What follows belongs to an exercise in optimizing a design on an open flow for small area, a short achievable clock period and few clock cycles per item; a production flow would make more cautious choices.
Where RTL was checked, it was by simulation tests only, not by an equivalence proof against the original.

## decimal_digit_square_root
module decimal_digit_square_root (
	input  wire logic                    clk,
	input  wire logic                    arst_n,
	input  wire logic                    start,
	output logic                         busy,
	input  wire logic signed [dds_pkg::RAD_W-1:0] radicand,
	output logic                         done,
	output logic [dds_pkg::ROOT_W-1:0]   root,
	output logic                         negative_input
);
clock: 10.0 ns
lec_check: 0
cap_margin: 20
core_margin: 2
core_utilization: 40
place_density: 0.6
slew_margin: 20
standard.sh (not shown) runs the stock make flow with config.mk's settings and CLKGATE_MAP_FILE= SYNTH_SCRIPT=/design/flow/synth_recipe.tcl, a recipe that flattens the netlist after the stock synthesis.
==> flow/flow/run.sh <==
#!/bin/bash
set -euo pipefail
bash standard.sh finish SETUP_SLACK_MARGIN=7.5 > standard.log 2>&1
Next try:
==> flow/flow/run.sh (replaced) <==
#!/bin/bash
set -euo pipefail
bash standard.sh finish SETUP_SLACK_MARGIN=6.8 > standard.log 2>&1
The changed run produced a clean layout.
Fmax drops by 0.50%.
Worst hold slack hardly moves.
Count of clock-buffer cells in the layout stays the same.
Design area climbs by 2.3%.
Function was not checked in any run of this note: the RTL went through the layout flow alone.

The RTL this note starts from:
==> flow/design.v <==
`default_nettype none
package dds_pkg;
	localparam int unsigned RAD_W  = 64;
	localparam int unsigned ROOT_W = 32;
endpackage
`default_nettype wire
`default_nettype none
module dds_square (
	input  wire logic [30:0] rem,     
	input  wire logic [29:0] q,       
	input  wire logic [3:0]  bits,    
	output logic      [1:0]  digit,
	output logic      [30:0] rem_n    
);
	logic [35:0] r4;
	logic [35:0] a3;
	logic [35:0] b3;
	logic [35:0] s3;
	logic [35:0] c3;
	logic [35:0] p1, p2, p3;    
	logic [35:0] k1, k2, k3;    
	logic        n1, n2, n3;    
	logic [30:0] pm;
	logic [30:0] km;
	assign r4 = {1'b0, rem, bits};
	dds_pfx_add #(36) u1 (.a(r4), .b(~{3'b000, q, 3'b001}), .cin(1'b1), .p(p1), .c(k1));
	dds_pfx_add #(36) u2 (.a(r4), .b(~{2'b00, q, 4'b0100}), .cin(1'b1), .p(p2), .c(k2));
	assign a3 = ~{2'b00, q, 4'b1000};
	assign b3 = ~{3'b000, q, 3'b001};
	assign s3 = r4 ^ a3 ^ b3;
	assign c3 = {(r4[34:0] & a3[34:0]) | (r4[34:0] & b3[34:0]) | (a3[34:0] & b3[34:0]), 1'b1};
	dds_pfx_add #(36) u3 (.a(s3), .b(c3), .cin(1'b1), .p(p3), .c(k3));
	assign n1 = p1[35] ^ k1[35];
	assign n2 = p2[35] ^ k2[35];
	assign n3 = p3[35] ^ k3[35];
	always_comb begin
		if (!n3) begin
			digit = 2'd3;
			pm    = p3[30:0];
			km    = k3[30:0];
		end else if (!n2) begin
			digit = 2'd2;
			pm    = p2[30:0];
			km    = k2[30:0];
		end else if (!n1) begin
			digit = 2'd1;
			pm    = p1[30:0];
			km    = k1[30:0];
		end else begin
			digit = 2'd0;
			pm    = r4[30:0];
			km    = '0;
		end
	end
	assign rem_n = pm ^ km;
endmodule
`default_nettype wire
`default_nettype none
module dds_pfx_add #(
	parameter int W = 36
) (
	input  wire logic [W-1:0] a,
	input  wire logic [W-1:0] b,
	input  wire logic         cin,
	output logic      [W-1:0] p,
	output logic      [W-1:0] c
);
	localparam int N = W + 1;
	logic [N-1:0] gg;
	logic [N-1:0] pp;
	always_comb begin
		gg = {a & b, cin};
		pp = {a ^ b, 1'b0};
		for (int l = 0; (1 << l) < N; l++) begin
			for (int i = (2 << l) - 1; i < N; i += (2 << l)) begin
				gg[i] = gg[i] | (pp[i] & gg[i - (1 << l)]);
				pp[i] = pp[i] & pp[i - (1 << l)];
			end
		end
		for (int l = 5; l >= 0; l--) begin
			for (int i = 3 * (1 << l) - 1; i < N; i += (2 << l)) begin
				gg[i] = gg[i] | (pp[i] & gg[i - (1 << l)]);
				pp[i] = pp[i] & pp[i - (1 << l)];
			end
		end
	end
	assign p = a ^ b;
	assign c = gg[W-1:0];
endmodule
`default_nettype wire
`default_nettype none
module decimal_digit_square_root (
	input  wire logic                    clk,
	input  wire logic                    arst_n,
	input  wire logic                    start,
	output logic                         busy,
	input  wire logic signed [dds_pkg::RAD_W-1:0] radicand,
	output logic                         done,
	output logic [dds_pkg::ROOT_W-1:0]   root,
	output logic                         negative_input
);
	logic        busy_q;
	logic        done_q;
	logic        neg_q;
	logic [59:0] x_q;       
	logic [30:0] rem_q;     
	logic [31:0] q_q;       
	logic [3:0]  cnt_q;     
	logic        hz;
	logic [1:0]  d_hi;
	logic [1:0]  r_hi;
	logic [1:0]  d_lo;
	logic [2:0]  r_lo;
	logic [1:0]  digit;
	logic [30:0] rem_n;
	assign hz = (radicand[63:32] == 32'd0);
	always_comb begin
		if (radicand[62])            d_hi = 2'd2;
		else if (radicand[61:60] != 2'd0) d_hi = 2'd1;
		else                         d_hi = 2'd0;
		if (radicand[31:28] >= 4'd9)      d_lo = 2'd3;
		else if (radicand[31:28] >= 4'd4) d_lo = 2'd2;
		else if (radicand[31:28] >= 4'd1) d_lo = 2'd1;
		else                              d_lo = 2'd0;
	end
	assign r_hi = 2'({1'b0, radicand[62:60]} - 4'(d_hi * d_hi));
	assign r_lo = 3'(radicand[31:28] - 4'(d_lo * d_lo));
	dds_square u_step (
		.rem   (rem_q),
		.q     (q_q[29:0]),
		.bits  (x_q[59:56]),
		.digit (digit),
		.rem_n (rem_n)
	);
	always_ff @(posedge clk or negedge arst_n) begin
		if (!arst_n) begin
			busy_q <= 1'b0;
			done_q <= 1'b0;
		end else begin
			done_q <= 1'b0;
			if (!busy_q) begin
				if (start) begin
					if (radicand[63]) begin
						done_q <= 1'b1;
					end else begin
						busy_q <= 1'b1;
					end
				end
			end else if (cnt_q == 4'd0) begin
				busy_q <= 1'b0;
				done_q <= 1'b1;
			end
		end
	end
	always_ff @(posedge clk) begin
		if (!busy_q) begin
			x_q[59:32] <= hz ? radicand[27:0] : radicand[59:32];
			x_q[31:0]  <= radicand[31:0];
			neg_q      <= radicand[63];
			rem_q      <= {28'd0, hz ? r_lo : {1'b0, r_hi}};
			q_q        <= {30'd0, radicand[63] ? 2'd0 : (hz ? d_lo : d_hi)};
			cnt_q      <= hz ? 4'd6 : 4'd14;
		end else begin
			x_q[59:4]  <= x_q[55:0];
			x_q[3:0]   <= radicand[3:0];
			rem_q      <= rem_n;
			q_q        <= {q_q[29:0], digit};
			cnt_q      <= cnt_q - 4'd1;
		end
	end
	assign busy           = busy_q;
	assign done           = done_q;
	assign root           = q_q;
	assign negative_input = neg_q;
endmodule
`default_nettype wire
==> flow/config.mk <==
export PLATFORM = sky130hd
export DESIGN_NAME = decimal_digit_square_root
export DESIGN_NICKNAME = decimal_digit_square_root
export VERILOG_FILES = /design/flow/design.v
export SDC_FILE = /design/flow/constraint.sdc
export NUM_CORES = 4
export LEC_CHECK = 0
export CAP_MARGIN = 20
export CORE_MARGIN = 2
export CORE_UTILIZATION = 40
export CTS_BUF_LIST = sky130_fd_sc_hd__clkbuf_4 sky130_fd_sc_hd__clkbuf_8
export PLACE_DENSITY = 0.6
export SLEW_MARGIN = 20
==> flow/constraint.sdc <==
create_clock -name core_clock -period 10.0 [get_ports {clk}]
set_input_delay 2.0000 -clock core_clock [delete_from_list [all_inputs] [get_ports {clk}]]
set_output_delay 2.0000 -clock core_clock [all_outputs]
set_load 0.01 [all_outputs]
==> flow/flow/run.sh <==
#!/bin/bash
set -euo pipefail
bash standard.sh finish SETUP_SLACK_MARGIN=6.8 \
	"BUFFER_PORTS_ARGS=-buffer_cell sky130_fd_sc_hd__buf_1" > standard.log 2>&1
The first run went through all stages and came out clean.
Testbench counts at the start, summed over its fixed seeds: cycles 31,206, roots 2,400.
Edit:
==> flow/run.sh (new file) <==
#!/bin/bash
# synth_recipe.tcl (not shown) runs the flow's synth.tcl, then flattens the netlist and writes it again
# the make line also repeats each setting of config.mk as NAME=value (left out here)
make -C /OpenROAD-flow-scripts/flow DESIGN_CONFIG=/design/flow/config.mk WORK_HOME=/design/flow/orfs CLKGATE_MAP_FILE= SYNTH_SCRIPT=/design/flow/synth_recipe.tcl finish
--- a/flow/config.mk
+++ b/flow/config.mk
@@ -12,0 +13 @@
+export SETUP_SLACK_MARGIN = 5
removed: flow/flow/run.sh
removed: flow/standard.sh
=>
- sequential share of layout area rose by 1.5 points
- routed wire length went down by 7.8%
- critical path depth does not change
- global-route usage is lower by 1.2 points
- synthesized area stays the same
Edit:
==> flow/flow/run.sh (new file) <==
#!/bin/bash
set -euo pipefail
bash standard.sh finish SETUP_SLACK_MARGIN=6.5 \
	"BUFFER_PORTS_ARGS=-buffer_cell sky130_fd_sc_hd__buf_1" > standard.log 2>&1
==> flow/standard.sh (new file) <==
#!/bin/bash
# synth_recipe.tcl (not shown) runs the flow's synth.tcl, then flattens the netlist and writes it again
# the make line also repeats each setting of config.mk as NAME=value (left out here)
make -C /OpenROAD-flow-scripts/flow DESIGN_CONFIG=/design/flow/config.mk WORK_HOME=/design/flow/orfs CLKGATE_MAP_FILE= SYNTH_SCRIPT=/design/flow/synth_recipe.tcl "${@:-finish}"
--- a/flow/config.mk
+++ b/flow/config.mk
@@ -13 +12,0 @@
-export SETUP_SLACK_MARGIN = 5
removed: flow/run.sh
- The changed run passed the timing, design-rule and antenna checks
- cell count went up by about 1.8%
- register-to-register slack gets better by 0.73 ns
- wire length rose by about 6%
Edit:
--- a/flow/flow/run.sh
+++ b/flow/flow/run.sh
@@ -2,0 +3 @@
+bash standard.sh synth floorplan > standard_floorplan.log 2>&1
Result: Design area does not change; sequential share of layout area is unchanged; utilization is unchanged.
Edit:
--- a/flow/flow/run.sh
+++ b/flow/flow/run.sh
@@ -3 +2,0 @@
-bash standard.sh synth floorplan > standard_floorplan.log 2>&1
--- a/flow/config.mk
+++ b/flow/config.mk
@@ -7,0 +8 @@
+export ABC_AREA = 1
=> Wire length is higher by about 14%. Setup slack improved by 0.040 ns. Cell count is higher by 31%.

## afterwards: timing with drivers on the ports
The results above use ideal ports. As a check the final layouts listed here were re-extracted and re-timed, cells and wires unchanged.
Step 1 sets driving cells, clkbuf_16 on the clock port and buf_2 on the other inputs (assumed; they add their load-dependent delay and slew).
Step 2 also shifts input and output timing later by t, the mid clock arrival at the registers, as if the neighbouring blocks saw the same clock.
Three values: no drivers, after step 1, after step 2; two values: the first two.
run | t, ns | setup WS [ns] | latest minus earliest clock arrival (ns) | cell pins on the clock port's net
the first run of note 1 | 0.479 | 6.668 / 6.668 / 6.374 | 0.019 / 0.020 | 1
the second run of note 1 | 0.485 | 6.651 / 6.651 / 6.320 | 0.013 / 0.013 | 1
the first run of note 2 | 0.512 | 6.695 / 6.695 / 6.356 | 0.016 / 0.017 | 1
the second run of note 2 | 0.506 | 5.888 / 5.888 / 5.605 | 0.015 / 0.015 | 1
the third run of note 2 | 0.507 | 6.613 / 6.613 / 6.149 | 0.012 / 0.012 | 1
the fourth run of note 2 | 0.507 | 6.613 / 6.613 / 6.149 | 0.012 / 0.012 | 1
the fifth run of note 2 | 0.493 | 6.653 / 6.611 / 6.260 | 0.026 / 0.026 | 1
After both steps setup and hold are still met in every run listed.
